This design comes from an exercise in tuning for small area, a short achievable clock period and few clock cycles on the open sky130 flow, not from production work. Where RTL was checked, it was by simulation tests only, not by an equivalence proof against the original. For run 1, only the layout was checked, not whether the RTL still works. Power and IR drop assume default switching activity.

[flow/design.v]
package sls_pkg;
  localparam int unsigned DEF_CAPACITY = 16;
  localparam int unsigned VAL_W        = 32;
  localparam logic signed [VAL_W-1:0] MISS_VALUE = -32'sd99999;
  typedef enum logic [1:0] {
    CMD_INSERT     = 2'd0,
    CMD_REMOVE_AT  = 2'd1,
    CMD_REMOVE_VAL = 2'd2,
    CMD_GET        = 2'd3
  } cmd_t;
  typedef enum logic [1:0] {
    ST_DONE = 2'd0,
    ST_FULL = 2'd1,
    ST_MISS = 2'd2
  } status_t;
endpackage
import sls_pkg::*;
module sls_cell
(
  input  logic                    clk,
  input  logic                    sel_hold,
  input  logic                    sel_left,      
  input  logic                    sel_value,     
  input  logic                    sel_right,     
  input  logic signed [VAL_W-1:0] left_entry,
  input  logic signed [VAL_W-1:0] right_entry,
  input  logic signed [VAL_W-1:0] ins_value,
  input  logic signed [VAL_W-1:0] cmp_value_n,   
  output logic signed [VAL_W-1:0] entry,
  input  logic                    cmp_load,      
  input  logic                    left_gt,
  input  logic                    left_eq,
  input  logic                    right_gt,
  input  logic                    right_eq,
  input  logic                    value_gt,      
  input  logic                    value_eq,
  output logic                    gt,            
  output logic                    eq,            
  output logic                    x_gt,          
  output logic                    x_eq
);
  logic signed [VAL_W-1:0] cmp_value;
  assign cmp_value = ~cmp_value_n;
  assign gt = (entry > cmp_value);
  assign eq = (entry == cmp_value);
  always_ff @(posedge clk) begin
    entry <= ({VAL_W{sel_hold}}  & entry)      | ({VAL_W{sel_left}}  & left_entry) |
             ({VAL_W{sel_value}} & ins_value)  | ({VAL_W{sel_right}} & right_entry);
  end
  always_ff @(posedge clk) begin
    if (cmp_load) begin
      x_gt <= (sel_hold & gt) | (sel_left & left_gt) | (sel_value & value_gt) |
              (sel_right & right_gt);
      x_eq <= (sel_hold & eq) | (sel_left & left_eq) | (sel_value & value_eq) |
              (sel_right & right_eq);
    end
  end
endmodule
import sls_pkg::*;
module sorted_list_store_unit
#(
  parameter int unsigned CAPACITY = DEF_CAPACITY
) (
  input  logic                    clk,
  input  logic                    rst,
  input  logic                    in_valid,
  output logic                    in_ready,
  input  logic [1:0]              command,
  input  logic signed [VAL_W-1:0] value,
  input  logic [3:0]              position,
  output logic                    out_valid,
  input  logic                    out_ready,
  output logic [1:0]              status,
  output logic signed [VAL_W-1:0] data_out,
  output logic [3:0]              found_index,
  output logic [4:0]              count
);
  localparam int unsigned IDX_W = $clog2(CAPACITY);
  localparam int unsigned CNT_W = $clog2(CAPACITY + 1);
  logic                    i_v;
  logic [1:0]              i_cmd;
  logic signed [VAL_W-1:0] i_val;
  logic [IDX_W-1:0]        i_pos;
  logic                    e_v;
  logic [1:0]              e_cmd;
  logic signed [VAL_W-1:0] e_val;
  logic [IDX_W-1:0]        e_pos;
  logic                    s_v;
  logic [1:0]              s_status;
  logic signed [VAL_W-1:0] s_data;
  logic [IDX_W-1:0]        s_idx;
  logic [CNT_W-1:0]        s_count;
  logic signed [VAL_W-1:0] entry [CAPACITY];
  logic [CAPACITY-1:0]     vld;             
  logic [CNT_W-1:0]        fill;
  logic                    accept, exec, adv;
  assign in_ready = !(i_v && e_v && s_v);
  assign accept   = in_valid && in_ready;
  assign exec     = e_v && !s_v;
  assign adv      = i_v && (!e_v || exec);
  logic [CAPACITY-1:0]     c_gt, c_eq, x_gt, x_eq;
  logic [CAPACITY-1:0]     sel_hold, sel_left, sel_value, sel_right;
  logic                    v_gt, v_eq;
  logic signed [VAL_W-1:0] i_val_n;
  assign i_val_n = ~i_val;
  assign v_gt    = (e_val > i_val);
  assign v_eq    = (e_val == i_val);
  for (genvar i = 0; i < CAPACITY; i++) begin : g_cell
    localparam int L = (i == 0) ? 0 : i - 1;
    localparam int R = (i == CAPACITY - 1) ? i : i + 1;
    sls_cell u_cell (
      .clk         (clk),
      .sel_hold    (sel_hold[i]),
      .sel_left    (sel_left[i]),
      .sel_value   (sel_value[i]),
      .sel_right   (sel_right[i]),
      .left_entry  (entry[L]),
      .right_entry (entry[R]),
      .ins_value   (e_val),
      .cmp_value_n (i_val_n),
      .entry       (entry[i]),
      .cmp_load    (adv),
      .left_gt     (c_gt[L]),
      .left_eq     (c_eq[L]),
      .right_gt    (c_gt[R]),
      .right_eq    (c_eq[R]),
      .value_gt    (v_gt),
      .value_eq    (v_eq),
      .gt          (c_gt[i]),
      .eq          (c_eq[i]),
      .x_gt        (x_gt[i]),
      .x_eq        (x_eq[i])
    );
  end
  logic [CAPACITY-1:0] mark, eqv, from_eq, here, first_eq, at_pos, psel, shift_up;
  logic                full, pos_ok, found, is_ins, ins_ok, rat_ok;
  logic [IDX_W-1:0]    ins_idx, val_idx;
  logic signed [VAL_W-1:0] pos_data;
  logic [1:0]              r_status;
  logic signed [VAL_W-1:0] r_data;
  logic [IDX_W-1:0]        r_idx;
  logic [CNT_W-1:0]        r_count;
  assign mark = ~vld | x_gt;      
  assign eqv  = vld & x_eq;
  always_comb begin
    for (int i = 0; i < CAPACITY; i++) begin
      at_pos[i] = (IDX_W'(i) >= e_pos);
      psel[i]   = (IDX_W'(i) == e_pos);
    end
  end
  always_comb begin
    from_eq[0] = eqv[0];
    for (int i = 1; i < CAPACITY; i++) from_eq[i] = from_eq[i-1] | eqv[i];
  end
  assign full   = vld[CAPACITY-1];
  assign pos_ok = |(psel & vld);
  assign found  = from_eq[CAPACITY-1];
  assign is_ins = (e_cmd == CMD_INSERT);
  assign ins_ok = is_ins && !full;
  assign rat_ok = (e_cmd == CMD_REMOVE_AT) && pos_ok;
  always_comb begin
    ins_idx  = '0;
    val_idx  = '0;
    pos_data = '0;
    for (int i = 0; i < CAPACITY; i++) begin
      here[i]     = mark[i] && (i == 0 || !mark[(i == 0) ? 0 : i-1]);
      first_eq[i] = eqv[i] && (i == 0 || !from_eq[(i == 0) ? 0 : i-1]);
      shift_up[i] = (i > 0) && mark[(i == 0) ? 0 : i-1];
      if (here[i])     ins_idx |= IDX_W'(i);
      if (first_eq[i]) val_idx |= IDX_W'(i);
      if (psel[i])     pos_data |= entry[i];
    end
  end
  always_comb begin
    for (int i = 0; i < CAPACITY; i++) begin
      sel_left[i]  = exec && ins_ok && shift_up[i];
      sel_value[i] = exec && ins_ok && here[i];
      sel_right[i] = exec && ((rat_ok && at_pos[i]) ||
                              (e_cmd == CMD_REMOVE_VAL && from_eq[i]));
      sel_hold[i]  = !(sel_left[i] || sel_value[i] || sel_right[i]);
    end
  end
  always_comb begin
    r_status = ST_MISS;
    r_data   = MISS_VALUE;
    r_idx    = '0;
    r_count  = fill;
    case (e_cmd)
      CMD_INSERT: begin
        if (full) begin
          r_status = ST_FULL;
        end else begin
          r_status = ST_DONE;
          r_data   = e_val;
          r_idx    = ins_idx;
          r_count  = fill + 1'b1;
        end
      end
      CMD_REMOVE_AT, CMD_GET: begin
        if (pos_ok) begin
          r_status = ST_DONE;
          r_data   = pos_data;
          r_idx    = e_pos;
          if (e_cmd == CMD_REMOVE_AT) r_count = fill - 1'b1;
        end
      end
      default: begin
        if (found) begin
          r_status = ST_DONE;
          r_data   = e_val;
          r_idx    = val_idx;
          r_count  = fill - 1'b1;
        end
      end
    endcase
  end
  always_ff @(posedge clk) begin
    if (rst) begin
      fill <= '0;
      vld  <= '0;
    end else if (exec) begin
      fill <= r_count;
      if (ins_ok) vld <= {vld[CAPACITY-2:0], 1'b1};
      else if (rat_ok || (e_cmd == CMD_REMOVE_VAL && found)) vld <= {1'b0, vld[CAPACITY-1:1]};
    end
  end
  always_ff @(posedge clk) begin
    if (rst) begin
      i_v <= 1'b0;
      e_v <= 1'b0;
    end else begin
      if (accept)    i_v <= 1'b1;
      else if (adv)  i_v <= 1'b0;
      if (adv)       e_v <= 1'b1;
      else if (exec) e_v <= 1'b0;
    end
  end
  always_ff @(posedge clk) begin
    if (accept) begin
      i_cmd <= command;
      i_val <= value;
      i_pos <= position;
    end
    if (adv) begin
      e_cmd <= i_cmd;
      e_val <= i_val;
      e_pos <= i_pos;
    end
  end
  always_ff @(posedge clk) begin
    if (rst) begin
      out_valid <= 1'b0;
      s_v       <= 1'b0;
    end else begin
      if (s_v) begin
        if (out_ready) s_v <= 1'b0;
      end else if (out_valid && !out_ready) begin
        s_v <= exec;
      end else begin
        out_valid <= exec;
      end
    end
  end
  always_ff @(posedge clk) begin
    if (s_v) begin
      if (out_ready) begin
        status      <= s_status;
        data_out    <= s_data;
        found_index <= s_idx;
        count       <= s_count;
      end
    end else if (!out_valid || out_ready) begin
      if (exec) begin
        status      <= r_status;
        data_out    <= r_data;
        found_index <= r_idx;
        count       <= r_count;
      end
    end
    if (exec && out_valid && !out_ready) begin
      s_status <= r_status;
      s_data   <= r_data;
      s_idx    <= r_idx;
      s_count  <= r_count;
    end
  end
endmodule
[flow/run.sh]
#!/bin/bash
# synth_recipe.tcl (not shown) runs the flow's synth.tcl, then flattens the netlist and writes it again
# the make line also repeats each setting of config.mk as NAME=value (left out here)
make -C /OpenROAD-flow-scripts/flow DESIGN_CONFIG=/design/flow/config.mk WORK_HOME=/design/flow/orfs CLKGATE_MAP_FILE= SYNTH_SCRIPT=/design/flow/synth_recipe.tcl finish
[flow/config.mk]
export PLATFORM = sky130hd
export DESIGN_NAME = sorted_list_store_unit
export DESIGN_NICKNAME = sorted_list_store_unit
export VERILOG_FILES = /design/flow/design.v
export SDC_FILE = /design/flow/constraint.sdc
export NUM_CORES = 4
export LEC_CHECK = 0
export CAP_MARGIN = 20
export CORE_MARGIN = 2
export CORE_UTILIZATION = 40
export SETUP_SLACK_MARGIN = 4.2
export SLEW_MARGIN = 20
export SYNTH_HIERARCHICAL = 1
[flow/constraint.sdc]
create_clock -name core_clock -period 7.0 [get_ports {clk}]
set_input_delay 1.4000 -clock core_clock [delete_from_list [all_inputs] [get_ports {clk}]]
set_output_delay 1.4000 -clock core_clock [all_outputs]
set_load 0.01 [all_outputs]
==> results of run 1 <==
==> power groups by stage <==
stage / Sequential, mW / Combinational, mW / Clock, mW
floorplan: 4.98 / 0.993 / 0
global placement: 5.20 / 1.58 / 0
detailed placement: 5.20 / 1.61 / 0
CTS: 5.16 / 2.13 / 5.02
global route: 5.23 / 2.54 / 5.20
finish: 5.23 / 2.46 / 5.06
==> state kept, by name, summed over array words and instances, names as in the netlist, 2 cells and up <==
register,cells
e_pos,4
count,5
e_val,32
s_status,2
g_cell.u_cell.x_eq,16
data_out,32
g_cell.u_cell.x_gt,16
e_cmd,2
s_data,32
i_pos,4
fill,5
g_cell.u_cell.entry,512
status,2
s_idx,4
s_count,5
i_val,32
vld,16
found_index,4
i_cmd,2
==> worst max-delay path: cells and delay by family (launching register included) <==
| family | cells | cell delay (ns) |
|---|---|---|
| AO/OA/AOI/OAI | 5 | 1.75 |
| XOR/XNOR | 1 | 0.21 |
| adder cells (fa/ha/maj) | 1 | 0.20 |
| buffers and inverters | 4 | 0.51 |
| flip-flops | 1 | 0.41 |
| AND/OR/NAND/NOR | 3 | 0.49 |
==> cells by family after synthesis <==
logic type                 Yosys count  synth area share (%)
xor gates and xnor gates            20                 0.382
DFF                                731                  36.1
muxes                               38                 0.927
other                                1               0.00817
adders and majority gates          546                  14.9
and+or+nand+nor                   1347                  13.8
buffers and inverters              440                  3.67
AOI/OAI and AO/OA                 1876                  30.2
==> metal layers <==
metal / share of wire (%) / GRT usage [%]
met1: 34 / 55.0
met2: 37 / 60.0
met4: 10 / 33.1
met5: 0.32 / 2.04
met3: 19 / 26.0
==> modules after synthesis (local to each module, per instance) <==
module,flops+latches,cells inside
sorted_list_store_unit,187,1271
sls_cell,34,233
==> metrics by stage <==
stage | hold WS [ns] | utilization [%]
CTS | 0.437 | 54.6
detailed placement | 0.405 | 43.1
global route | 0.448 | 57.5
finish | 0.440 | 57.5
global placement | 0.430 | 42.9
floorplan | 0.400 | -
==> cell usage after synthesis (20+ instances only) <==
library cell	number	share of area, %
a211oi_1	29	0.47
a21o_1	67	1.1
a21oi_1	178	1.9
a221o_1	50	1.1
a221oi_1	38	0.72
a222oi_1	41	0.89
a22o_1	61	1.2
a22oi_1	1189	19
and2_1	20	0.27
and3_1	27	0.37
and4_1	32	0.61
clkbuf_1	337	2.8
dfxtp_1	537	23
edfxtp_1	194	13
ha_1	546	15
inv_1	80	0.65
mux2_2	35	0.86
nand2_1	692	5.7
nand2b_1	34	0.46
nand3_1	124	1.4
nand4_1	116	1.6
nor2_1	151	1.2
nor2b_1	31	0.42
nor3_1	56	0.61
nor4_1	22	0.30
o21ai_0	43	0.47
o21ai_1	43	0.47
==> layout make-up <==
| cell class | instances | area share, % |
|---|---|---|
| Multi-Input combinational cell | 3840 | 51.9 |
| Sequential cell | 731 | 25.3 |
| Timing Repair Buffer | 732 | 14.6 |
| Clock buffer | 120 | 3.85 |
| Tap cell | 1512 | 2.88 |
| Clock inverter | 41 | 0.839 |
| Inverter | 82 | 0.589 |
| Antenna cell | 13 | 0.0496 |
| Timing Repair inverter | 1 | 0.0114 |
==> how the worst min path moves through the flow <==
| stage | to | slack, ns | cells past startpoint |
|---|---|---|---|
| global placement | e_val[29] | 0.43 | 0 |
| detailed placement | e_pos[1] | 0.40 | 0 |
| floorplan | e_cmd[0] | 0.40 | 0 |
| CTS | e_cmd[0] | 0.44 | 0 |
| finish | e_pos[2] | 0.44 | 0 |
| global route | e_pos[3] | 0.45 | 0 |
==> repair_timing <==
item,4_1_cts,5_1_grt
setup endpoints to repair,694,666
resized for setup,1187,458
pin swaps,326,358
hold buffers,0,0
endpoints found under the hold margin,0,0
setup buffers,317,103
gates cloned,70,11
==> flow_summary.json, run 1 <==
{
  "drt_iter0_drc": 9789,
  "cpPeakStageDelay_ns": 0.80,
  "cts_tree": "yes",
  "dr.pass1.iters": 14,
  "regArea_um2": 16600,
  "ys_types": 79,
  "ios": 87,
  "design_area_um2": 65600,
  "r2r_end": "g_cell[1].u_cell.x_gt",
  "relSlewSlack_pct": 14.8,
  "ant_nets": 0,
  "maxSlewViolCount": 0,
  "path_clk_slew_ns": 0.06,
  "p_leak_nw": 26.8,
  "die_area_um2": 118000,
  "slowest_stage": "o211ai_1",
  "die_x_um": 343,
  "dp_cells": 6396,
  "wirelength_um": 287000,
  "yosysSeqAreaShare_pct": 36.1,
  "ys_ff_latch": 731,
  "p_sw_share_pct": 32.0,
  "p_per_area_nw_per_um2": 194,
  "cp.arrival_ns": 4.29,
  "r2r_start": "i_val[0]",
  "post_drt_via_cell_ratio": 7.62,
  "antenna_found_initial": 16,
  "synth_edf_count": 194,
  "grt_overflow": 0,
  "finalSetupTns_ns": 0,
  "layout_common_cells": "nand2_1 (666), a22oi_2 (614), a22oi_1 (575), dfxtp_1 (535), ha_1 (505)",
  "grt_usage_pct": 45.8,
  "grt_pass1_vias": 49100,
  "place_ws_ns": 2.13,
  "path_max_fanout": 16,
  "setup_viol": 0,
  "fp-row-count": 124,
  "worst_slack_ns": 3.16,
  "status": "no timing/DRC/antenna violations",
  "final_net_count": 6062,
  "route.detailed.drc": 0,
  "vias": 53900,
  "port_buffers": 86,
  "skew_ns": 0.0341,
  "clock_sinks": 731,
  "finalPower_mw": 12.8,
  "hp-start": "i_pos[2]",
  "crit_chain": "inv_1, buf_6, inv_1, ha_1, nor2b_4, o211ai_1, a21boi_1, buf_4, o31a_1, nor4_4, xnor2_2, nor2_2, a222oi_1, o21ai_1",
  "syn_nets": 5587,
  "synthCells": 4999,
  "die_y_um": 343,
  "async_flop_share_pct": 0,
  "hp-class": "register to register",
  "worst_pin_slew_ns": 1.27,
  "cts_max_path_buffers": 3,
  "required_ns": 7.45,
  "final_common_cell": "nand2_1",
  "pwr-share-seq_pct": 41.0,
  "layout.cells.non_filler": 7072,
  "htreeDepth": 3,
  "ir_drop_v": 0.000175,
  "drive_gt1_share_pct": 33.8,
  "p_sw_mw": 4.08,
  "start_util_pct": 40.3,
  "crit_top_cell": "inv_1",
  "period_needed_ns": 3.84,
  "rsz0062_at_grt": "yes",
  "dp_hpwl_um": 165000,
  "place_congestion": 1.07,
  "p_comb_share_pct": 19.3,
  "finalHoldViolCount": 0,
  "r2r_slack_ns": 3.16,
  "coreArea_um2": 114000,
  "end_kind": "register",
  "ys_warn_count": 9,
  "crit_end": "g_cell[1].u_cell.x_gt",
  "synthesis.area_um2": 45900,
  "area.growth.synth_to_final_pct": 42.9,
  "clockPowerShare_pct": 39.7,
  "n_fill_cell": 9411,
  "post-route-period-util_pct": 54.8,
  "insertion_delay_ns": 0.72,
  "dpl_cell_area_um2": 49100,
  "startpoint_type": "register",
  "avgRoutedWirePerCell_um": 40.6,
  "internal_power_mw": 8.67,
  "crit_start": "i_val[0]",
  "multi_input_area_um2": 34100,
  "grt_max_degree": 61,
  "max_freq_ghz": 0.261,
  "cts_root_buf": "clkbuf_16",
  "synthFlopType": "dfxtp_1",
  "cts_buffers": 86,
  "path_class": "register to register",
  "r2r_cells": 14,
  "maxCapViolations": 0,
  "grt_pass1_wl_um": 382000,
  "synth_area_per_cell_um2": 9.18
}
==> inputs of run 2 (changes only) <==
--- a/flow/design.v
+++ b/flow/design.v
@@ -22,11 +22,11 @@
   input  logic                    sel_left,      
   input  logic                    sel_value,     
   input  logic                    sel_right,     
-  input  logic signed [VAL_W-1:0] left_entry,
-  input  logic signed [VAL_W-1:0] right_entry,
-  input  logic signed [VAL_W-1:0] ins_value,
-  input  logic signed [VAL_W-1:0] cmp_value_n,   
-  output logic signed [VAL_W-1:0] entry,
+  input  logic [VAL_W-1:0]        left_entry,
+  input  logic [VAL_W-1:0]        right_entry,
+  input  logic [VAL_W-1:0]        ins_value,
+  input  logic [VAL_W-1:0]        cmp_value_n,   
+  output logic [VAL_W-1:0]        entry,
   input  logic                    cmp_load,      
   input  logic                    left_gt,
   input  logic                    left_eq,
@@ -39,7 +39,7 @@
   output logic                    x_gt,          
   output logic                    x_eq
 );
-  logic signed [VAL_W-1:0] cmp_value;
+  logic [VAL_W-1:0] cmp_value;
   assign cmp_value = ~cmp_value_n;
   assign gt = (entry > cmp_value);
   assign eq = (entry == cmp_value);
@@ -79,10 +79,11 @@
   localparam int unsigned CNT_W = $clog2(CAPACITY + 1);
   logic                    i_v;
   logic [1:0]              i_cmd;
-  logic signed [VAL_W-1:0] i_val;
+  logic [VAL_W-1:0]        i_nu;      
   logic [IDX_W-1:0]        i_pos;
   logic                    e_v;
   logic [1:0]              e_cmd;
+  logic [VAL_W-1:0]        e_u;       
   logic signed [VAL_W-1:0] e_val;
   logic [IDX_W-1:0]        e_pos;
   logic                    s_v;
@@ -90,7 +91,7 @@
   logic signed [VAL_W-1:0] s_data;
   logic [IDX_W-1:0]        s_idx;
   logic [CNT_W-1:0]        s_count;
-  logic signed [VAL_W-1:0] entry [CAPACITY];
+  logic [VAL_W-1:0]        entry [CAPACITY];
   logic [CAPACITY-1:0]     vld;             
   logic [CNT_W-1:0]        fill;
   logic                    accept, exec, adv;
@@ -101,10 +102,9 @@
   logic [CAPACITY-1:0]     c_gt, c_eq, x_gt, x_eq;
   logic [CAPACITY-1:0]     sel_hold, sel_left, sel_value, sel_right;
   logic                    v_gt, v_eq;
-  logic signed [VAL_W-1:0] i_val_n;
-  assign i_val_n = ~i_val;
-  assign v_gt    = (e_val > i_val);
-  assign v_eq    = (e_val == i_val);
+  assign v_gt    = (e_u > ~i_nu);
+  assign v_eq    = (e_u == ~i_nu);
+  assign e_val   = e_u ^ {1'b1, {(VAL_W-1){1'b0}}};
   for (genvar i = 0; i < CAPACITY; i++) begin : g_cell
     localparam int L = (i == 0) ? 0 : i - 1;
     localparam int R = (i == CAPACITY - 1) ? i : i + 1;
@@ -116,8 +116,8 @@
       .sel_right   (sel_right[i]),
       .left_entry  (entry[L]),
       .right_entry (entry[R]),
-      .ins_value   (e_val),
-      .cmp_value_n (i_val_n),
+      .ins_value   (e_u),
+      .cmp_value_n (i_nu),
       .entry       (entry[i]),
       .cmp_load    (adv),
       .left_gt     (c_gt[L]),
@@ -168,14 +168,14 @@
       shift_up[i] = (i > 0) && mark[(i == 0) ? 0 : i-1];
       if (here[i])     ins_idx |= IDX_W'(i);
       if (first_eq[i]) val_idx |= IDX_W'(i);
-      if (psel[i])     pos_data |= entry[i];
+      if (psel[i])     pos_data |= entry[i] ^ {1'b1, {(VAL_W-1){1'b0}}};
     end
   end
   always_comb begin
     for (int i = 0; i < CAPACITY; i++) begin
       sel_left[i]  = exec && ins_ok && shift_up[i];
       sel_value[i] = exec && ins_ok && here[i];
-      sel_right[i] = exec && ((rat_ok && at_pos[i]) ||
+      sel_right[i] = exec && (((e_cmd == CMD_REMOVE_AT) && at_pos[i]) ||
                               (e_cmd == CMD_REMOVE_VAL && from_eq[i]));
       sel_hold[i]  = !(sel_left[i] || sel_value[i] || sel_right[i]);
     end
@@ -238,12 +238,12 @@
   always_ff @(posedge clk) begin
     if (accept) begin
       i_cmd <= command;
-      i_val <= value;
+      i_nu  <= {value[VAL_W-1], ~value[VAL_W-2:0]};
       i_pos <= position;
     end
     if (adv) begin
       e_cmd <= i_cmd;
-      e_val <= i_val;
+      e_u   <= ~i_nu;
       e_pos <= i_pos;
     end
   end
--- a/flow/config.mk
+++ b/flow/config.mk
@@ -7,7 +7,8 @@
 export LEC_CHECK = 0
 export CAP_MARGIN = 20
 export CORE_MARGIN = 2
-export CORE_UTILIZATION = 40
-export SETUP_SLACK_MARGIN = 4.2
+export CORE_UTILIZATION = 55
+export PLACE_DENSITY = 0.7
+export SETUP_SLACK_MARGIN = 3.5
 export SLEW_MARGIN = 20
 export SYNTH_HIERARCHICAL = 1
==> run 2 against run 1 <==
Clock skew down 0.0085 ns. Wire length down 25%. Worst hold slack better by 0.019 ns. Total power down 4.1%. Still clean on timing, DRC and antenna. Critical path depth down 6. Global-route usage up 1.5 points.
==> flow_summary.json, run 2 <==
{
  "worst_slack_ns": 3.40,
  "post-route-period-util_pct": 51.5,
  "finalSetupTns_ns": 0,
  "route.detailed.drc": 0,
  "synthFlopType": "dfxtp_1",
  "ys_top_cells_by_area": "dfxtp_1 (23%), a22oi_1 (18%), ha_1 (15%), edfxtp_1 (12%), nand2_1 (6.2%)",
  "port_buffers": 86,
  "antenna_found_initial": 10,
  "n_fill_cell": 7254,
  "ys_ff_latch": 731,
  "dr.pass1.iters": 14,
  "ant_nets": 0,
  "cp.arrival_ns": 4.09,
  "finalHoldViolCount": 0,
  "cts_buffers": 85,
  "crit_chain": "buf_12, ha_1, nand4_1, nor4_2, nand4_1, nor3_1, a222oi_1, nand2_1",
  "place_congestion": 1.05,
  "p_comb_share_pct": 16.4,
  "status": "no timing/DRC/antenna violations",
  "clock_sinks": 731,
  "place_ws_ns": 2.03,
  "maxCapViolations": 0,
  "synth_area_leader_cell": "dfxtp_1",
  "synthesis.area_um2": 47100,
  "path_max_fanout": 12,
  "p_leak_nw": 22.8,
  "internal_power_mw": 8.30,
  "die_area_um2": 88000,
  "setup_viol": 0,
  "die_x_um": 297,
  "hp-class": "register to register",
  "skew_ns": 0.0257,
  "final_common_cell": "a22oi_1",
  "period_needed_ns": 3.60,
  "clockPowerShare_pct": 39.2,
  "synth_area_per_cell_um2": 9.06,
  "synth.most_common_cell": "a22oi_1",
  "avgRoutedWirePerCell_um": 33.3,
  "ios": 87,
  "path_class": "register to register",
  "startpoint_type": "register",
  "finalPower_mw": 12.2,
  "slowest_stage": "nor3_1",
  "critPathTopFamily": "simple AND/OR/NAND/NOR gates",
  "p_sw_mw": 3.93,
  "coreArea_um2": 85000,
  "yosys-top-cells-count": "a22oi_1 (1145), nand2_1 (782), ha_1 (546)",
  "grt_max_degree": 52,
  "post_drt_via_cell_ratio": 7.52,
  "p_per_area_nw_per_um2": 228,
  "vias": 48600,
  "path_clk_slew_ns": 0.06,
  "async_flop_share_pct": 0,
  "grt_overflow": 0,
  "ys_warn_count": 9,
  "synthCells": 5202,
  "grt_pass1_wl_um": 305000,
  "cpPeakStageDelay_ns": 0.80,
  "ir_drop_v": 0.000214,
  "die_y_um": 297,
  "syn_nets": 5790,
  "p_sw_share_pct": 32.1,
  "cts_max_path_buffers": 3,
  "area.growth.synth_to_final_pct": 14.1,
  "relSlewSlack_pct": 19.9,
  "htreeDepth": 3,
  "cts_tree": "yes",
  "fp-row-count": 107,
  "insertion_delay_ns": 0.68,
  "required_ns": 7.49,
  "dp_hpwl_um": 157000,
  "pwr-share-seq_pct": 44.4,
  "end_kind": "register",
  "maxSlewViolCount": 0,
  "largest_reg_flops": 512,
  "rsz0062_at_grt": "yes",
  "drive_gt1_share_pct": 12.4,
  "synth_edf_count": 194,
  "yosysSeqAreaShare_pct": 35.2,
  "largest-register": "g_cell.u_cell.entry",
  "cts_root_buf": "clkbuf_16",
  "grt_usage_pct": 47.3,
  "cp.buffers_inverters": 1,
  "layout_common_cells": "a22oi_1 (1141), nand2_1 (778), ha_1 (545), dfxtp_1 (536), a21oi_1 (251)",
  "synth_top_area_share_pct": 22.8,
  "worst_pin_slew_ns": 1.20,
  "grt_pass1_vias": 43500,
  "ys_types": 73,
  "final_net_count": 5837,
  "start_util_pct": 55.4,
  "crit_top_cell": "nand4_1",
  "wirelength_um": 215000,
  "max_freq_ghz": 0.278,
  "drt_iter0_drc": 8147
}
run 2: changes by cell type after synthesis, moves of 33 or more:
| cell | delta |
|---|---|
| a22o_1 | -38 |
| a22oi_1 | -44 |
| inv_1 | +76 |
| nand3_1 | -54 |
| a21oi_1 | +80 |
| nand4_2 | +33 |
| nand2_1 | +90 |
| mux2i_1 | +60 |
run 2: cells by family after synthesis:
group	synth area share (%)
compound gates	30.2
xor+xnor	0.0929
fa+ha+maj	14.5
buf+inv	4.18
flops	35.2
mux	2.58
other cells	0.00796
simple gates	13.2
run 2: path summary, 6_finish.rpt:
path	start	end	slack (ns)	cells after the start
worst min register to register	i_cmd[1]	e_cmd[1]	0.46	0
worst max-delay path	i_nu[29]	g_cell[11].u_cell.x_eq	3.40	8
worst max register to register	i_nu[29]	g_cell[11].u_cell.x_eq	3.40	8
worst min-delay path	i_cmd[1]	e_cmd[1]	0.46	0
run 2: through the flow:
| step | cell area [µm²] | utilization, % | hold WS (ns) | instances |
|---|---|---|---|---|
| after CTS | 53200 | 62.6 | 0.451 | 6425 |
| after detailed placement | 49600 | 58.4 | 0.425 | 6232 |
| after floorplan | 47100 | - | 0.400 | 5202 |
| after global placement | 49600 | 58.3 | 0.417 | 6231 |
| final | 53700 | 63.2 | 0.458 | 6465 |
| after global routing | 53700 | 63.2 | 0.451 | 6462 |
run 2: power groups by stage:
stage | clock (mW) | sequential, mW | combinational [mW]
global route | 4.93 | 5.42 | 2.19
global placement | 0 | 5.46 | 1.78
detailed placement | 0 | 5.46 | 1.84
finish | 4.79 | 5.43 | 2.01
floorplan | 0 | 5.13 | 1.23
CTS | 4.78 | 5.34 | 1.90
run 2: repair_timing:
action                                  in CTS  in global routing
endpoints found under the setup margin     319                179
pin swaps                                   10                 17
buffers inserted                            32                 33
gates resized for setup                     55                 47
cloned                                       5                  4
hold buffers                                 0                  0
run 2: modules after synthesis (local to each module, per instance):
module,cell area [µm²],cells,times used
sorted_list_store_unit,13200,1426,1
sls_cell,2120,236,16
run 2: layout make-up:
cell class | instances | area, µm² | share of cell area, %
multi-input combinational | 3961 | 29400 | 54.8
sequential | 731 | 16600 | 30.9
timing repair buffer | 314 | 2780 | 5.17
clock buffer | 112 | 2430 | 4.53
tap | 1144 | 1430 | 2.66
inverter | 156 | 586 | 1.09
clock inverter | 44 | 493 | 0.917
antenna | 3 | 7.51 | 0.0140
run 2: per-layer routing:
metal  up-vias  global-route usage [%]  routed length, µm
li1      20500                       -                  -
met1     23200                    65.0              83400
met2      4158                    64.7              84300
met3       733                    19.4              35900
met4        22                    19.8              11400
met5         -                   0.388                265
Testbench counts of run 2, summed over its fixed seeds: cycles 24,024.
==> inputs of run 3 (changes only) <==
--- a/flow/config.mk
+++ b/flow/config.mk
@@ -9,6 +9,6 @@
 export CORE_MARGIN = 2
 export CORE_UTILIZATION = 55
 export PLACE_DENSITY = 0.7
-export SETUP_SLACK_MARGIN = 3.5
+export SETUP_SLACK_MARGIN = 4.2
 export SLEW_MARGIN = 20
 export SYNTH_HIERARCHICAL = 1
==> run 3 against run 2 <==
Die area unchanged. Global-route usage rose by 2.3 points. Sequential share of layout area fell by 2.7 points. Clock power is 6.9% lower. Clock skew grew 0.0060 ns. Non-clock buffer count is 223 higher. Design area rose by 9.7%. Cell count increased by 3.5%. Flip-flop and latch count did not move. First-iteration DRC count rose by 22%. Synthesized area unchanged.
==> flow_summary.json, run 3 <==
{
  "async_flop_share_pct": 0,
  "maxSlewViolCount": 0,
  "r2r_slack_ns": 3.83,
  "finalPower_mw": 12.3,
  "crit_start": "i_nu[29]",
  "layout_common_cells": "a22oi_1 (1100), nand2_1 (761), dfxtp_1 (532), ha_1 (531), buf_4 (319)",
  "end_kind": "register",
  "antenna_found_initial": 9,
  "post-route-period-util_pct": 45.3,
  "p_leak_nw": 25.0,
  "vias": 51200,
  "max_freq_ghz": 0.316,
  "required_ns": 7.41,
  "port_buffers": 86,
  "finalSetupTns_ns": 0,
  "setup_viol": 0,
  "relSlewSlack_pct": 15.7,
  "final_common_cell": "a22oi_1",
  "place_ws_ns": 1.84,
  "synth_edf_count": 194,
  "hp-start": "i_cmd[0]",
  "htreeDepth": 3,
  "grt_overflow": 0,
  "cts_max_path_buffers": 3,
  "ys_top_cells_by_area": "dfxtp_1 (23%), a22oi_1 (18%), ha_1 (15%), edfxtp_1 (12%), nand2_1 (6.2%)",
  "skew_ns": 0.0317,
  "path_class": "register to register",
  "place_congestion": 1.14,
  "startpoint_type": "register",
  "worst_pin_slew_ns": 1.26,
  "status": "no timing/DRC/antenna violations",
  "dr.pass1.iters": 13,
  "hp-class": "register to register",
  "path_max_fanout": 9,
  "r2r_cells": 11,
  "ant_nets": 0,
  "synth_area_leader_cell": "dfxtp_1",
  "synth.most_common_cell": "a22oi_1",
  "grt_pass1_wl_um": 318000,
  "path_clk_slew_ns": 0.06,
  "grt_usage_pct": 49.6,
  "worst_slack_ns": 3.83,
  "design_area_um2": 58900,
  "crit_end": "g_cell[9].u_cell.x_gt",
  "largest_reg_flops": 512,
  "synthesis.area_um2": 47100,
  "maxCapViolations": 0,
  "ys_ff_latch": 731,
  "ios": 87,
  "ir_drop_v": 0.000217,
  "grt_max_degree": 48,
  "route.detailed.drc": 0,
  "insertion_delay_ns": 0.68,
  "ys_types": 73,
  "ys_warn_count": 9,
  "post_drt_via_cell_ratio": 7.66,
  "synth_area_per_cell_um2": 9.06,
  "drive_gt1_share_pct": 21.6,
  "die_y_um": 297,
  "die_x_um": 297,
  "r2r_start": "i_nu[29]",
  "synthCells": 5202,
  "r2r_end": "g_cell[9].u_cell.x_gt",
  "clock_sinks": 731,
  "dp_hpwl_um": 158000,
  "cts_tree": "yes",
  "yosysSeqAreaShare_pct": 35.2,
  "cts_root_buf": "clkbuf_16",
  "largest-register": "g_cell.u_cell.entry",
  "area.growth.synth_to_final_pct": 25.1,
  "die_area_um2": 88000,
  "dpl_cell_area_um2": 49600,
  "grt_pass1_vias": 45300,
  "synthFlopType": "dfxtp_1",
  "coreArea_um2": 85000,
  "final_util_pct": 69.3,
  "cts_buffers": 83,
  "drt_iter0_drc": 9906,
  "finalHoldViolCount": 0,
  "start_util_pct": 55.4,
  "synth_top_area_share_pct": 22.8,
  "wirelength_um": 233000,
  "cp.arrival_ns": 3.58,
  "fp-row-count": 107,
  "period_needed_ns": 3.17,
  "p_per_area_nw_per_um2": 209,
  "avgRoutedWirePerCell_um": 34.8,
  "rsz0062_at_grt": "yes",
  "yosys-top-cells-count": "a22oi_1 (1145), nand2_1 (782), ha_1 (546)",
  "syn_nets": 5790,
  "final_net_count": 6065
}
==> run 3: metrics by stage <==
step / cells / hold WS [ns]
finish: 6690 / 0.443
global route: 6685 / 0.451
CTS: 6523 / 0.440
detailed placement: 6233 / 0.414
global placement: 6233 / 0.418
floorplan: 5202 / 0.400
==> run 3: kinds of logic (layout without fill, tap and decap cells) <==
family | after synthesis | after routing | synth area share, %
compound gates | 1926 | 1929 | 30.2
simple gates | 1360 | 1373 | 13.2
flops | 731 | 731 | 35.2
buf+inv | 519 | 842 | 4.18
mux | 114 | 114 | 2.58
fa+ha+maj | 546 | 546 | 14.5
xor+xnor | 5 | 5 | 0.0929
other cells | 1 | 6 | 0.00796
==> run 3: modules after synthesis, one instance, submodules excluded <==
module / cells / area, µm² / flip-flops and latches / times used
sorted_list_store_unit: 1426 / 13200 / 187 / 1
sls_cell: 236 / 2120 / 34 / 16
==> run 3: final cells by class <==
type                            count  area (µm²)
Multi-Input combinational cell   3968       32200
Fill cell                        6581       26100
Sequential cell                   731       16600
Timing Repair Buffer              537        5380
Clock buffer                      124        2420
Tap cell                         1144        1430
Inverter                          156         593
Clock inverter                     25         265
Antenna cell                        5        12.5
==> run 3: layer usage <==
metal	vias up	GRT usage (%)	routed length [µm]
met5	-	1.61	473
li1	21000	-	-
met4	16	24.4	16900
met3	1097	22.0	41700
met1	24200	66.0	84500
met2	4900	67.5	89100
==> run 3: power by group <==
group | switching (mW) | internal [mW] | total [mW]
Combinational | 1.39 | 0.977 | 2.36
Sequential | 0.793 | 4.68 | 5.48
Clock | 1.92 | 2.54 | 4.46
==> run 3: worst min-delay path by stage <==
| stage | to | depth (start not counted) |
|---|---|---|
| detailed placement | e_cmd[1] | 0 |
| global route | e_cmd[1] | 0 |
| CTS | e_cmd[1] | 0 |
| finish | e_cmd[0] | 0 |
| global placement | e_cmd[1] | 0 |
| floorplan | e_cmd[0] | 0 |
==> run 3: worst max-delay path: stages, from the launching register on <==
cell      delay (ns)
edfxtp_1        0.41
buf_12          0.16
buf_12          0.15
ha_4            0.27
nand4_1         0.29
nor4_4          0.55
nand4_1         0.21
buf_6           0.19
nor2_4          0.13
nor2_2          0.08
a222oi_1        0.35
o31ai_2         0.11
==> run 3: repair_timing <==
item                       CTS  global route
hold buffers                 0             0
setup endpoints to repair  694           477
setup buffers              117           151
gates cloned                24            11
pin swaps                   85           159
gates resized for setup    412           376
==> inputs of run 4 (changes only) <==
--- a/flow/config.mk
+++ b/flow/config.mk
@@ -8,7 +8,10 @@
 export CAP_MARGIN = 20
 export CORE_MARGIN = 2
 export CORE_UTILIZATION = 55
+export CTS_CLUSTER_DIAMETER = 60
+export CTS_CLUSTER_SIZE = 20
 export PLACE_DENSITY = 0.7
 export SETUP_SLACK_MARGIN = 4.2
 export SLEW_MARGIN = 20
 export SYNTH_HIERARCHICAL = 1
+export TNS_END_PERCENT = 30
==> run 4 against run 3 <==
Critical path type unchanged. Flip-flop and latch count unchanged. Largest power group unchanged. Still clean on timing, DRC and antenna. Combinational power decreased by 3%. Largest cell class unchanged. Clock power shrank 3%. Total power decreased by 2.1%.
==> flow_summary.json, run 4 <==
{
  "post_drt_via_cell_ratio": 7.66,
  "layout.cells.non_filler": 6581,
  "dp_hpwl_um": 161000,
  "grt_pass1_wl_um": 325000,
  "p_per_area_nw_per_um2": 210,
  "required_ns": 7.41,
  "finalHoldViolCount": 0,
  "worst_pin_slew_ns": 1.16,
  "cts_max_path_buffers": 3,
  "wirelength_um": 233000,
  "max_freq_ghz": 0.324,
  "htreeDepth": 3,
  "top_layer_used": "met5",
  "r2r_start": "vld[5]",
  "grt_max_degree": 53,
  "cp.buffers_inverters": 0,
  "synth.most_common_cell": "a22oi_1",
  "end_kind": "register",
  "dr.pass1.iters": 13,
  "fp-row-count": 107,
  "synthCells": 5202,
  "r2r_cells": 7,
  "die_y_um": 297,
  "grt_pass1_vias": 45500,
  "yosysSeqAreaShare_pct": 35.2,
  "die_area_um2": 88000,
  "synthesis.area_um2": 47100,
  "final_common_cell": "a22oi_1",
  "maxSlewViolCount": 0,
  "ctsHoldBuffers": 0,
  "ios": 87,
  "ys_top_cells_by_area": "dfxtp_1 (23%), a22oi_1 (18%), ha_1 (15%), edfxtp_1 (12%), nand2_1 (6.2%)",
  "ant_nets": 0,
  "ys_ff_latch": 731,
  "rsz0062_at_grt": "yes",
  "maxCapViolations": 0,
  "r2r_end": "found_index[0]",
  "final_net_count": 5955,
  "drive_gt1_share_pct": 19.6,
  "synth_area_leader_cell": "dfxtp_1",
  "path_clk_slew_ns": 0.08,
  "crit_chain": "nor2b_1, nor2_1, a21oi_1, o211ai_1, o21ai_0, o221ai_1, mux2_2",
  "grt_usage_pct": 50.9,
  "coreArea_um2": 85000,
  "route.detailed.drc": 0,
  "slowest_stage": "a21oi_1",
  "finalPower_mw": 12.0,
  "ys_warn_count": 9,
  "p_leak_nw": 24.3,
  "cts_tree": "yes",
  "place_congestion": 1.10,
  "avgRoutedWirePerCell_um": 35.4,
  "yosys-top-cells-count": "a22oi_1 (1145), nand2_1 (782), ha_1 (546)",
  "post-route-period-util_pct": 44.1,
  "insertion_delay_ns": 0.68,
  "r2r_slack_ns": 3.91,
  "cts_buffers": 73,
  "port_buffers": 86,
  "clock_sinks": 731,
  "period_needed_ns": 3.09,
  "ys_types": 73,
  "async_flop_share_pct": 0,
  "skew_ns": 0.0429,
  "synth_area_per_cell_um2": 9.06,
  "synth_top_area_share_pct": 22.8,
  "largest_reg_flops": 512,
  "wl_met2_um": 88500,
  "grt_overflow": 0,
  "hold_depth": 0,
  "syn_nets": 5790,
  "finalSetupTns_ns": 0,
  "hp-start": "i_cmd[0]",
  "synthFlopType": "dfxtp_1",
  "relSlewSlack_pct": 22.2,
  "critPathTopFamily": "compound AO/OA/AOI/OAI gates",
  "layout_common_cells": "a22oi_1 (1123), nand2_1 (754), ha_1 (531), dfxtp_1 (529), buf_4 (251)",
  "wirelength_met1_um": 86400,
  "hold_ws_ns": 0.441,
  "area.growth.synth_to_final_pct": 21.6,
  "min_to": "e_cmd[0]",
  "setup_viol": 0,
  "ir_drop_v": 0.000230,
  "status": "no timing/DRC/antenna violations",
  "die_x_um": 297,
  "start_util_pct": 55.4,
  "startpoint_type": "register",
  "path_max_fanout": 9,
  "path_class": "register to register",
  "antenna_found_initial": 9,
  "largest-register": "g_cell.u_cell.entry",
  "hp-class": "register to register",
  "synth_edf_count": 194,
  "vias": 50400,
  "cp.arrival_ns": 3.50,
  "cpPeakStageDelay_ns": 0.58,
  "drt_iter0_drc": 9766,
  "wl_met3_um": 41300,
  "dp_cells": 6235,
  "cts_root_buf": "clkbuf_16"
}
## run 4: how the worst max path moves through the flow
stage                             from  slack [ns]  cells past startpoint               endpoint
after global routing          i_nu[17]        3.87                     11  g_cell[1].u_cell.x_gt
final                           vld[5]        3.91                      7         found_index[0]
after detailed placement      e_pos[2]        2.11                      8           data_out[12]
after floorplan              out_ready        4.03                      2             s_count[0]
after CTS                 data_out[14]        4.01                      1           data_out[14]
after global placement        e_pos[2]        2.22                      8           data_out[27]
## run 4: report_power, final
| part | internal, mW | total, mW | switching [mW] | leakage (nW) |
|---|---|---|---|---|
| Clock | 2.26 | 4.33 | 2.06 | 1.25 |
| Combinational | 0.936 | 2.29 | 1.35 | 16.8 |
| Sequential | 4.68 | 5.43 | 0.750 | 6.17 |
| Total | 7.88 | 12.0 | 4.17 | 24.3 |
## run 4: area by class of cell
| type | count | area, µm² |
|---|---|---|
| Tap cell | 1144 | 1430 |
| Clock inverter | 47 | 520 |
| Antenna cell | 11 | 27.5 |
| Multi-Input combinational cell | 3963 | 31600 |
| Timing Repair Buffer | 442 | 4480 |
| Clock buffer | 87 | 2040 |
| Fill cell | 6720 | 27700 |
| Inverter | 156 | 597 |
| Sequential cell | 731 | 16600 |
## run 4: through the flow
stage	utilization, %	setup slack (ns)	area [µm²]
after floorplan	-	4.03	47100
after global placement	58.4	2.22	49600
after detailed placement	58.4	2.11	49600
after CTS	65.4	4.01	55600
after global routing	67.4	3.87	57300
final	67.4	3.91	57300
## run 4: worst reg2reg max path, stage by stage (launching register included)
cell,delay [ns]
dfxtp_2,0.51
nor2b_1,0.57
nor2_1,0.15
a21oi_1,0.58
o211ai_1,0.18
o21ai_0,0.29
o221ai_1,0.25
mux2_2,0.31
## run 4: logic make-up after synthesis
logic type / count (synthesis) / share of synthesized area [%]
AO/OA/AOI/OAI: 1926 / 30.2
AND/OR/NAND/NOR: 1360 / 13.2
flip-flops: 731 / 35.2
adder cells (fa/ha/maj): 546 / 14.5
buffers and inverters: 519 / 4.18
multiplexers: 114 / 2.58
XOR/XNOR: 5 / 0.0929
other: 1 / 0.00796
## run 4: Yosys stat by module, one instance, submodules excluded
module	flops+latches	cells
sorted_list_store_unit	187	1426
sls_cell	34	236
## run 4: per-layer routing
metal / up-vias / track usage, %
met4: 14 / 24.3
met1: 23800 / 68.8
met5: - / 0
met2: 4770 / 68.7
li1: 20800 / -
met3: 1053 / 22.4
## run 4: timing repair
action / 4_1_cts / 5_1_grt
gates cloned: 17 / 5
pin swaps: 93 / 99
buffers inserted: 133 / 45
resized for setup: 419 / 251
setup endpoints to repair: 738 / 505
==> inputs of run 5 (changes only) <==
--- a/flow/config.mk
+++ b/flow/config.mk
@@ -5,6 +5,7 @@
 export SDC_FILE = /design/flow/constraint.sdc
 export NUM_CORES = 4
 export LEC_CHECK = 0
+export ABC_AREA = 1
 export CAP_MARGIN = 20
 export CORE_MARGIN = 2
 export CORE_UTILIZATION = 55
@@ -14,4 +15,4 @@
 export SETUP_SLACK_MARGIN = 4.2
 export SLEW_MARGIN = 20
 export SYNTH_HIERARCHICAL = 1
-export TNS_END_PERCENT = 30
+export TNS_END_PERCENT = 10
==> run 5 against run 4 <==
Wire length down 1.1%. Synthesized cell count up 38%. Critical path depth up 2. Clock skew down 0.0026 ns. Non-clock buffer count down 68. Fmax down 8.3%. Utilization down 2.9 points. Synthesized area up 5.4%. Combinational power down 29%. Flip-flop and latch count unchanged. Critical path type unchanged. Critical endpoint is now found_index[2].
==> flow_summary.json, run 5 <==
{
  "ios": 87,
  "synth_top_family_by_area": "simple AND/OR/NAND/NOR gates",
  "multi_input_area_um2": 31700,
  "synthCells": 7164,
  "fp-row-count": 110,
  "die_area_um2": 92700,
  "largest_reg_flops": 512,
  "p_per_area_nw_per_um2": 196,
  "yosys.area_share.simple_pct": 39.4,
  "yosys-top-cells-count": "nand2_1 (3346), nand4_1 (587), ha_1 (546)",
  "gr-usage-met1_pct": 58.5,
  "ys_ff_latch": 731,
  "vias": 54900,
  "die_y_um": 304,
  "async_flop_share_pct": 0,
  "synthFlopType": "dfxtp_1",
  "relSlewSlack_pct": 5.20,
  "final_common_cell": "nand2_1",
  "final_net_count": 7883,
  "post-route-period-util_pct": 48.2,
  "ant_nets": 0,
  "synth.most_common_cell": "nand2_1",
  "final_util_pct": 64.5,
  "ir_drop_v": 0.000240,
  "path_clk_slew_ns": 0.08,
  "route.detailed.drc": 0,
  "synth_mux_area_share_pct": 0.0605,
  "post_drt_via_cell_ratio": 6.43,
  "cts_max_path_buffers": 3,
  "end_kind": "register",
  "status": "no timing/DRC/antenna violations",
  "finalSetupTns_ns": 0,
  "met2_usage_pct": 70.6,
  "synthXorXnorAreaFrac_pct": 0.0529,
  "place_congestion": 1.02,
  "clock_sinks": 731,
  "period_needed_ns": 3.37,
  "design_area_um2": 57900,
  "place_ws_ns": 1.67,
  "grt_max_degree": 48,
  "ys_top_cells_by_area": "nand2_1 (25%), dfxtp_1 (22%), ha_1 (14%), edfxtp_1 (12%), nand4_1 (7.4%)",
  "worst_pin_slew_ns": 1.41,
  "dp_hpwl_um": 159000,
  "regArea_um2": 16600,
  "synth_edf_count": 194,
  "rsz0062_at_grt": "yes",
  "skew_ns": 0.0403,
  "n_fill_cell": 8059,
  "p_leak_nw": 25.6,
  "hold_ws_ns": 0.516,
  "setup_viol": 0,
  "synthesis.area_um2": 49600,
  "drt_iter0_drc": 7675,
  "startpoint_type": "register",
  "layout.cells.non_filler": 8542,
  "maxSlewViolCount": 0,
  "htreeDepth": 3,
  "grt_overflow": 0,
  "dr.pass1.iters": 7,
  "coreArea_um2": 89700,
  "syn_nets": 7752,
  "path_class": "register to register",
  "synth_top_area_share_pct": 25.3,
  "cp.arrival_ns": 3.94,
  "grt_pass1_vias": 50800,
  "max_freq_ghz": 0.297,
  "ys_warn_count": 9,
  "yosysSeqAreaShare_pct": 33.4,
  "cts_buffers": 82,
  "drive_gt1_share_pct": 11.7,
  "maxCapViolations": 0,
  "grt_usage_pct": 47.6,
  "worst_slack_ns": 3.63,
  "avgRoutedWirePerCell_um": 27.0,
  "antenna_found_initial": 3,
  "ctsHoldBuffers": 0,
  "synth_compound_area_share_pct": 7.37,
  "finalPower_mw": 11.4,
  "grt_pass1_wl_um": 331000,
  "synth_area_leader_cell": "nand2_1",
  "required_ns": 7.57,
  "cts_root_buf": "clkbuf_16",
  "largest-register": "g_cell.u_cell.entry",
  "wirelength_um": 230000,
  "port_buffers": 86,
  "area.growth.synth_to_final_pct": 16.6,
  "layout_common_cells": "nand2_1 (3307), nand4_1 (587), ha_1 (546), dfxtp_1 (536), inv_1 (334)",
  "dpl_cell_area_um2": 52100,
  "synth_area_per_cell_um2": 6.93,
  "start_util_pct": 55.3,
  "cts_tree": "yes",
  "insertion_delay_ns": 0.70,
  "path_max_fanout": 5,
  "ys_types": 47,
  "dp_cells": 8235,
  "finalHoldViolCount": 0,
  "gr-usage-met3_pct": 12.0,
  "hp-class": "register to register",
  "die_x_um": 304,
  "yosys.area_share.adder_pct": 13.8,
  "top_usage_layer": "met2"
}
==> run 5: cell count changes in the layout (fill, tap and decap cells not counted), moves of 39 or more <==
cell | previous run | this run
nand2_1 | 754 | 3307
a22oi_1 | 1123 | 2
nand4_1 | 88 | 587
inv_1 | 153 | 334
nand3_1 | 60 | 165
nor2_1 | 87 | 191
a21oi_1 | 243 | 297
o21ai_0 | 41 | 93
nor2_2 | 39 | 84
buf_4 | 251 | 208
a21o_1 | 40 | 0
mux2_2 | 39 | 0
==> run 5: final timing paths <==
path                start             end  slack (ns)  cells after the start
setup reg to reg   vld[4]  found_index[2]        3.63                      9
setup / recovery   vld[4]  found_index[2]        3.63                      9
hold reg to reg   vld[13]         vld[13]        0.52                      2
hold / removal    vld[13]         vld[13]        0.52                      2
==> run 5: repair_timing <==
action,4_1_cts,5_1_grt
cloned,16,12
endpoints found under the setup margin,740,693
setup buffers,52,70
resized for setup,122,228
pin swaps,33,64
==> run 5: logic make-up after synthesis <==
| kind of cell | after synthesis |
|---|---|
| multiplexers | 3 |
| AO/OA/AOI/OAI | 606 |
| flip-flops | 731 |
| buffers and inverters | 711 |
| XOR/XNOR | 3 |
| AND/OR/NAND/NOR | 4563 |
| adder cells (fa/ha/maj) | 546 |
| other | 1 |
==> run 5: cell type report <==
class / count / share of cell area (%)
well taps: 1176 / 2.54
repair inverters: 1 / 0.0151
multi-input cells: 5736 / 54.8
diodes: 1 / 0.00432
inverters: 369 / 2.52
clock inverters: 58 / 1.24
flip-flops and latches: 731 / 28.6
clock buffers: 96 / 3.83
repair buffers: 374 / 6.43
==> run 5: power breakdown <==
group	leakage [nW]	internal [mW]	switching [mW]	total, mW
registers	6.17	4.57	0.373	4.94
clock network	1.42	2.60	2.20	4.80
logic	18.0	0.551	1.07	1.62
==> run 5: per-layer routing <==
metal | wire (µm) | part of all wire [%] | vias up
met3 | 30900 | 13 | 1033
met4 | 21800 | 9.5 | 2
li1 | - | - | 24300
met1 | 82400 | 36 | 25500
met2 | 95200 | 41 | 4101
met5 | 12 | 0.0052 | -
==> run 5: critical path: stages, from the launching register on <==
cell and delay [ns]:
dfxtp_1 0.49, inv_1 0.15, nor2_1 0.55, o21ai_1 0.52, o21ai_0 0.69, nor3_1 0.19, o22ai_1 0.20, o21bai_1 0.24
nand2_1 0.12, nand2_1 0.09
==> run 5: Yosys stat by module, one instance, submodules excluded <==
module,copies in the design,flip-flops and latches
sorted_list_store_unit,1,187
sls_cell,16,34
==> inputs of run 6 (changes only) <==
--- a/flow/config.mk
+++ b/flow/config.mk
@@ -15,4 +15,4 @@
 export SETUP_SLACK_MARGIN = 4.2
 export SLEW_MARGIN = 20
 export SYNTH_HIERARCHICAL = 1
-export TNS_END_PERCENT = 10
+export TNS_END_PERCENT = 50
==> run 6 against run 5 <==
Critical path depth increased by 5. Non-clock buffer count increased by 73. Synthesized area unchanged. Flip-flop and latch count unchanged. Clock power decreased by 4.6%. Register-to-register slack improved by 0.33 ns. Still clean on timing, DRC and antenna. Design area increased by 1.9%. Setup slack improved by 0.33 ns. Worst hold slack got worse by 0.090 ns. Cell count increased by 0.73%. Die area unchanged. Largest power group unchanged.
==> flow_summary.json, run 6 <==
{
  "ant_nets": 0,
  "yosys-top-cells-count": "nand2_1 (3346), nand4_1 (587), ha_1 (546)",
  "yosysSeqAreaShare_pct": 33.4,
  "hp-class": "register to register",
  "cts_buffers": 76,
  "worst_pin_slew_ns": 1.08,
  "final_common_cell": "nand2_1",
  "dr.pass1.iters": 8,
  "slowest_stage": "edfxtp_1",
  "max_freq_ghz": 0.329,
  "crit_chain": "buf_6, buf_4, nand2_2, inv_1, nand2_2, o21ai_0, nor2_1, nand2_2, o21ai_4, buf_4, o21ai_1, o21bai_1, nand2_1, nand2_1",
  "antenna_found_initial": 8,
  "ctsHoldBuffers": 0,
  "cp.arrival_ns": 3.46,
  "p_per_area_nw_per_um2": 189,
  "status": "no timing/DRC/antenna violations",
  "die_y_um": 304,
  "port_buffers": 86,
  "ir_drop_v": 0.000194,
  "cpPeakStageDelay_ns": 0.40,
  "synth_area_leader_cell": "nand2_1",
  "cp.buffers_inverters": 4,
  "synth_edf_count": 194,
  "dp_cells": 8236,
  "n_fill_cell": 7952,
  "layout.cells.non_filler": 8604,
  "rsz0062_at_grt": "yes",
  "clock_sinks": 731,
  "die_area_um2": 92700,
  "worst_slack_ns": 3.96,
  "startpoint_type": "register",
  "finalHoldViolCount": 0,
  "place_congestion": 1.07,
  "route.detailed.drc": 0,
  "synth_area_per_cell_um2": 6.93,
  "synthCells": 7164,
  "start_util_pct": 55.3,
  "skew_ns": 0.0444,
  "wirelength_um": 220000,
  "area.growth.synth_to_final_pct": 18.9,
  "post-route-period-util_pct": 43.4,
  "end_kind": "register",
  "fp-row-count": 110,
  "die_x_um": 304,
  "grt_overflow": 0,
  "synthesis.area_um2": 49600,
  "grt_pass1_wl_um": 318000,
  "async_flop_share_pct": 0,
  "finalSetupTns_ns": 0,
  "drt_iter0_drc": 7994,
  "cts_max_path_buffers": 3,
  "path_class": "register to register",
  "synth_top_area_share_pct": 25.3,
  "insertion_delay_ns": 0.68,
  "coreArea_um2": 89700,
  "grt_usage_pct": 45.1,
  "layout_common_cells": "nand2_1 (3298), nand4_1 (587), ha_1 (538), dfxtp_1 (536), inv_1 (326)",
  "crit_top_cell": "nand2_2",
  "syn_nets": 7752,
  "p_leak_nw": 26.4,
  "vias": 54800,
  "maxSlewViolCount": 0,
  "relSlewSlack_pct": 27.7,
  "critPathTopFamily": "compound AO/OA/AOI/OAI gates",
  "maxCapViolations": 0,
  "finalPower_mw": 11.2,
  "synthFlopType": "dfxtp_1",
  "place_ws_ns": 2.18,
  "setup_viol": 0,
  "ys_ff_latch": 731,
  "cts_tree": "yes",
  "ys_top_cells_by_area": "nand2_1 (25%), dfxtp_1 (22%), ha_1 (14%), edfxtp_1 (12%), nand4_1 (7.4%)",
  "avgRoutedWirePerCell_um": 25.5,
  "dp_hpwl_um": 151000,
  "final_net_count": 7952,
  "grt_max_degree": 50,
  "path_max_fanout": 6,
  "grt_pass1_vias": 50000,
  "largest-register": "g_cell.u_cell.entry",
  "synth.most_common_cell": "nand2_1",
  "ys_warn_count": 9,
  "ys_types": 47,
  "path_clk_slew_ns": 0.09,
  "post_drt_via_cell_ratio": 6.37,
  "largest_reg_flops": 512,
  "cts_root_buf": "clkbuf_16",
  "ios": 87,
  "htreeDepth": 3,
  "required_ns": 7.43,
  "drive_gt1_share_pct": 13.2,
  "period_needed_ns": 3.04
}
## run 6: changes by cell type in the layout (fill, tap and decap cells not counted), sizes merged, moves of 4 or more
cell / before / now
bufbuf: 2 / 6
inv: 386 / 377
clkdlybuf4s50: 85 / 60
buf: 277 / 346
clkinv: 26 / 18
dlymetal6s2s: 0 / 24
## run 6: path summary, 6_finish.rpt
| check | from | to | slack, ns | cells past startpoint |
|---|---|---|---|---|
| max | e_pos[2] | found_index[0] | 3.96 | 14 |
| min reg2reg | i_cmd[0] | e_cmd[0] | 0.43 | 0 |
| min | i_cmd[0] | e_cmd[0] | 0.43 | 0 |
| max reg2reg | e_pos[2] | found_index[0] | 3.96 | 14 |
## run 6: per-layer routing
metal	up-vias	global-route usage, %	wire length (µm)
li1	24500	-	-
met1	25300	57.6	79300
met2	3997	66.0	89800
met3	1053	10.1	29500
met4	14	35.5	21000
met5	-	0	88
## run 6: modules after synthesis, one instance, submodules excluded
module,cells,flip-flops and latches,cell area (µm²),times used
sorted_list_store_unit,1836,187,13000,1
sls_cell,333,34,2290,16
## run 6: area by class of cell
| type | count | area [µm²] | area share, % |
|---|---|---|---|
| inverters | 369 | 1450 | 2.46 |
| well taps | 1176 | 1470 | 2.49 |
| clock inverters | 44 | 569 | 0.965 |
| repair buffers | 447 | 4730 | 8.01 |
| repair inverters | 1 | 8.76 | 0.0148 |
| clock buffers | 96 | 2180 | 3.69 |
| multi-input cells | 5738 | 32000 | 54.3 |
| flip-flops and latches | 731 | 16600 | 28.1 |
| diodes | 2 | 5.00 | 0.00848 |
## run 6: through the flow
| step | area, µm² | hold slack [ns] | util (%) |
|---|---|---|---|
| after floorplan | 49700 | 0.400 | - |
| after global placement | 52100 | 0.432 | 58.0 |
| after detailed placement | 52100 | 0.410 | 58.0 |
| after CTS | 56600 | 0.424 | 63.1 |
| after global routing | 59000 | 0.441 | 65.7 |
| final | 59000 | 0.427 | 65.8 |
## run 6: logic make-up after synthesis
| group | count (synthesis) | share of synthesized area, % |
|---|---|---|
| adders and majority gates | 546 | 13.8 |
| other | 1 | 0.00755 |
| DFF | 731 | 33.4 |
| muxes | 3 | 0.0605 |
| and+or+nand+nor | 4563 | 39.4 |
| xor gates and xnor gates | 3 | 0.0529 |
| AOI/OAI and AO/OA | 606 | 7.37 |
| buffers and inverters | 711 | 5.98 |
## run 6: what timing repair did
| action | in CTS | in global routing |
|---|---|---|
| setup buffers | 90 | 100 |
| pin swaps | 38 | 105 |
| endpoints found under the setup margin | 729 | 667 |
| hold endpoints to repair | 0 | 0 |
| cloned | 22 | 13 |
| gates resized for setup | 174 | 331 |
## run 6: power breakdown
group / total (mW) / leakage [nW] / switching (mW) / internal, mW
clock network: 4.58 / 1.33 / 2.07 / 2.51
registers: 4.95 / 6.17 / 0.377 / 4.57
logic: 1.65 / 18.9 / 1.07 / 0.583
total: 11.2 / 26.4 / 3.52 / 7.66
==> inputs of run 7 (changes only) <==
--- a/flow/config.mk
+++ b/flow/config.mk
@@ -12,7 +12,7 @@
 export CTS_CLUSTER_DIAMETER = 60
 export CTS_CLUSTER_SIZE = 20
 export PLACE_DENSITY = 0.7
-export SETUP_SLACK_MARGIN = 4.2
+export SETUP_SLACK_MARGIN = 4.0
 export SLEW_MARGIN = 20
 export SYNTH_HIERARCHICAL = 1
-export TNS_END_PERCENT = 50
+export TNS_END_PERCENT = 30
==> run 7 against run 6 <==
Largest cell class unchanged. Critical path type unchanged. Fmax decreased by 2.4%. First-iteration DRC count decreased by 3.0%. Via count decreased by 1.3%. Still clean. Sequential share of layout area increased by 0.90 points. Total power decreased by 0.83%. Die area unchanged.
==> flow_summary.json, run 7 <==
{
  "status": "no timing/DRC/antenna violations",
  "cts_tree": "yes",
  "synthXorXnorAreaFrac_pct": 0.0529,
  "finalPower_mw": 11.1,
  "gr-usage-met3_pct": 9.34,
  "finalHoldViolCount": 0,
  "final_common_cell": "nand2_1",
  "p_leak_nw": 25.4,
  "yosysSeqAreaShare_pct": 33.4,
  "cts_max_path_buffers": 3,
  "port_buffers": 86,
  "synthesis.area_um2": 49600,
  "dp_cells": 8236,
  "synth_compound_area_share_pct": 7.37,
  "finalSetupTns_ns": 0,
  "die_area_um2": 92700,
  "dr.pass1.iters": 7,
  "yosys.area_share.simple_pct": 39.4,
  "crit_top_cell": "buf_12",
  "vias": 54100,
  "crit_start": "s_v",
  "layout_common_cells": "nand2_1 (3325), nand4_1 (587), ha_1 (546), dfxtp_1 (536), inv_1 (335)",
  "setup_viol": 0,
  "startpoint_type": "register",
  "place_ws_ns": 2.18,
  "hp-class": "register to register",
  "period_needed_ns": 3.11,
  "end_kind": "register",
  "relSlewSlack_pct": 18.9,
  "path_clk_slew_ns": 0.09,
  "dp_hpwl_um": 151000,
  "final_net_count": 7872,
  "syn_nets": 7752,
  "met2_usage_pct": 65.7,
  "final_util_pct": 63.7,
  "synth_area_leader_cell": "nand2_1",
  "drive_gt1_share_pct": 10.9,
  "synthFlopType": "dfxtp_1",
  "grt_pass1_wl_um": 316000,
  "hp-start": "i_cmd[0]",
  "path_class": "register to register",
  "post_drt_via_cell_ratio": 6.35,
  "worst_slack_ns": 3.89,
  "synth_edf_count": 194,
  "ys_warn_count": 9,
  "layout.cells.non_filler": 8523,
  "largest_reg_flops": 512,
  "n_fill_cell": 8182,
  "hold_depth": 0,
  "p_per_area_nw_per_um2": 194,
  "multi_input_area_um2": 31400,
  "place_congestion": 1.07,
  "synth_area_per_cell_um2": 6.93,
  "skew_ns": 0.0430,
  "post-route-period-util_pct": 44.5,
  "regArea_um2": 16600,
  "synth_top_family_by_area": "simple AND/OR/NAND/NOR gates",
  "cts_buffers": 76,
  "grt_max_degree": 50,
  "htreeDepth": 3,
  "cts_root_buf": "clkbuf_16",
  "crit_chain": "buf_12, inv_1, buf_12, nand2_2, buf_12, nor2_4, buf_4, inv_6, nor2_2, nand2_1, nand4_1",
  "gr-usage-met1_pct": 57.3,
  "synth_top_area_share_pct": 25.3,
  "ant_nets": 0,
  "avgRoutedWirePerCell_um": 25.1,
  "synth.most_common_cell": "nand2_1",
  "coreArea_um2": 89700,
  "cpPeakStageDelay_ns": 0.93,
  "async_flop_share_pct": 0,
  "ys_ff_latch": 731,
  "ir_drop_v": 0.000198,
  "yosys.area_share.adder_pct": 13.8,
  "largest-register": "g_cell.u_cell.entry",
  "r2r_slack_ns": 3.89,
  "clock_sinks": 731,
  "wirelength_um": 214000,
  "start_util_pct": 55.3,
  "top_usage_layer": "met2",
  "slowest_stage": "nor2_2",
  "r2r_cells": 11,
  "maxSlewViolCount": 0,
  "drt_iter0_drc": 7754,
  "grt_overflow": 0,
  "min_to": "e_cmd[0]",
  "maxCapViolations": 0,
  "die_x_um": 304,
  "cp.arrival_ns": 3.71,
  "ys_top_cells_by_area": "nand2_1 (25%), dfxtp_1 (22%), ha_1 (14%), edfxtp_1 (12%), nand4_1 (7.4%)",
  "area.growth.synth_to_final_pct": 15.2,
  "worst_pin_slew_ns": 1.22,
  "rsz0062_at_grt": "yes",
  "fp-row-count": 110,
  "synth_mux_area_share_pct": 0.0605,
  "antenna_found_initial": 6,
  "r2r_end": "g_cell[9].u_cell.entry[31]",
  "grt_usage_pct": 44.8,
  "insertion_delay_ns": 0.68,
  "path_max_fanout": 24,
  "r2r_start": "s_v",
  "route.detailed.drc": 0,
  "ys_types": 47,
  "die_y_um": 304,
  "max_freq_ghz": 0.321,
  "synthCells": 7164,
  "required_ns": 7.59,
  "yosys-top-cells-count": "nand2_1 (3346), nand4_1 (587), ha_1 (546)",
  "ios": 87,
  "grt_pass1_vias": 49800
}
==> run 7: Yosys stat by module (local to each module, per instance) <==
| module | cells | flip-flops and latches | times used | area (µm²) |
|---|---|---|---|---|
| sls_cell | 333 | 34 | 16 | 2290 |
| sorted_list_store_unit | 1836 | 187 | 1 | 13000 |
==> run 7: critical path: cells and delay by family (launching register included) <==
kind	cells	cell delay [ns]
buf+inv	6	1.12
flops	1	0.36
simple gates	5	1.50
==> run 7: report_power, final <==
part / total, mW / internal, mW / switching (mW)
logic: 1.57 / 0.536 / 1.03
clock network: 4.58 / 2.51 / 2.07
registers: 4.94 / 4.57 / 0.373
total: 11.1 / 7.61 / 3.47
==> run 7: cell families (layout without fill, tap and decap cells) <==
logic type | Yosys count | after routing
and+or+nand+nor | 4563 | 4576
DFF | 731 | 731
buffers and inverters | 711 | 878
AOI/OAI and AO/OA | 606 | 608
adders and majority gates | 546 | 546
xor gates and xnor gates | 3 | 3
muxes | 3 | 3
other | 1 | 2
==> run 7: through the flow <==
stage                     hold WS (ns)  cell area (µm²)
after CTS                        0.424            56100
after global routing             0.441            57200
after global placement           0.432            52100
after detailed placement         0.410            52100
after floorplan                  0.400            49700
final                            0.425            57200
==> run 7: what timing repair did <==
item | in CTS | in global routing
pin swaps | 28 | 33
resized for setup | 103 | 134
buffers inserted | 65 | 56
gates cloned | 21 | 4
endpoints found under the setup margin | 678 | 532
hold buffers | 0 | 0
==> run 7: final cells by class <==
class	count	area share, %
multi-input cells	5737	54.9
diodes	1	0.00438
well taps	1176	2.57
inverters	369	2.52
repair buffers	368	6.18
clock buffers	96	3.81
clock inverters	44	0.996
flip-flops and latches	731	29.0
repair inverters	1	0.0153
==> run 7: how the worst max path moves through the flow <==
stage / endpoint / slack [ns]
2_1_floorplan: g_cell[0].u_cell.x_gt / 3.22
3_3_place_gp: g_cell[9].u_cell.x_eq / 2.30
3_5_place_dp: g_cell[9].u_cell.x_eq / 2.18
4_1_cts: in_ready / 3.76
5_1_grt: g_cell[13].u_cell.entry[7] / 3.84
6_report: g_cell[9].u_cell.entry[31] / 3.89
==> run 7: layer usage <==
| layer | part of all wire, % | up-vias |
|---|---|---|
| met3 | 13 | 962 |
| met4 | 9.2 | 6 |
| met5 | 0.019 | - |
| li1 | - | 24300 |
| met2 | 41 | 3800 |
| met1 | 37 | 25000 |

==> port drivers added, routing unchanged <==
In the flow no input, the clock included, has a driving cell. The finished layouts below were timed again as built, in two steps. Step 1 sets driving cells, clkbuf_16 on the clock port and buf_2 on the other inputs (assumed; they add their load-dependent delay and slew). Step 2 adds t to the input delays and takes it off the output delays; t is the mean of the earliest and latest rising clock arrival at the registers after step 1. Input paths then give back, and output paths get back, about the clock's delay inside the block. a / b / c = ideal ports / drivers / drivers and shift; a / b = the first two.
run	t (ns)	setup WS [ns]	worst setup path after step 2	slew at the worst register clock pin (ns)	worst data-port slew with drivers (ns)
run 1	0.785	3.162 / 3.162 / 3.162	register to register	0.07 / 0.07	0.07
run 2	0.742	3.398 / 3.398 / 3.398	register to register	0.07 / 0.07	0.08
run 3	0.738	3.831 / 3.831 / 3.759	input to register	0.07 / 0.07	0.05
run 4	0.731	3.910 / 3.910 / 3.910	input to register	0.09 / 0.09	0.08
run 5	0.752	3.629 / 3.629 / 3.549	input to register	0.08 / 0.08	0.06
run 6	0.733	3.963 / 3.963 / 3.584	input to register	0.09 / 0.09	0.04
run 7	0.732	3.888 / 3.888 / 3.566	input to register	0.09 / 0.09	0.04
After both steps every run listed still meets setup and hold. For run 6, which loses most, drivers alone change the setup slack by 0.000 ns; drivers and shift together by -0.379 ns.
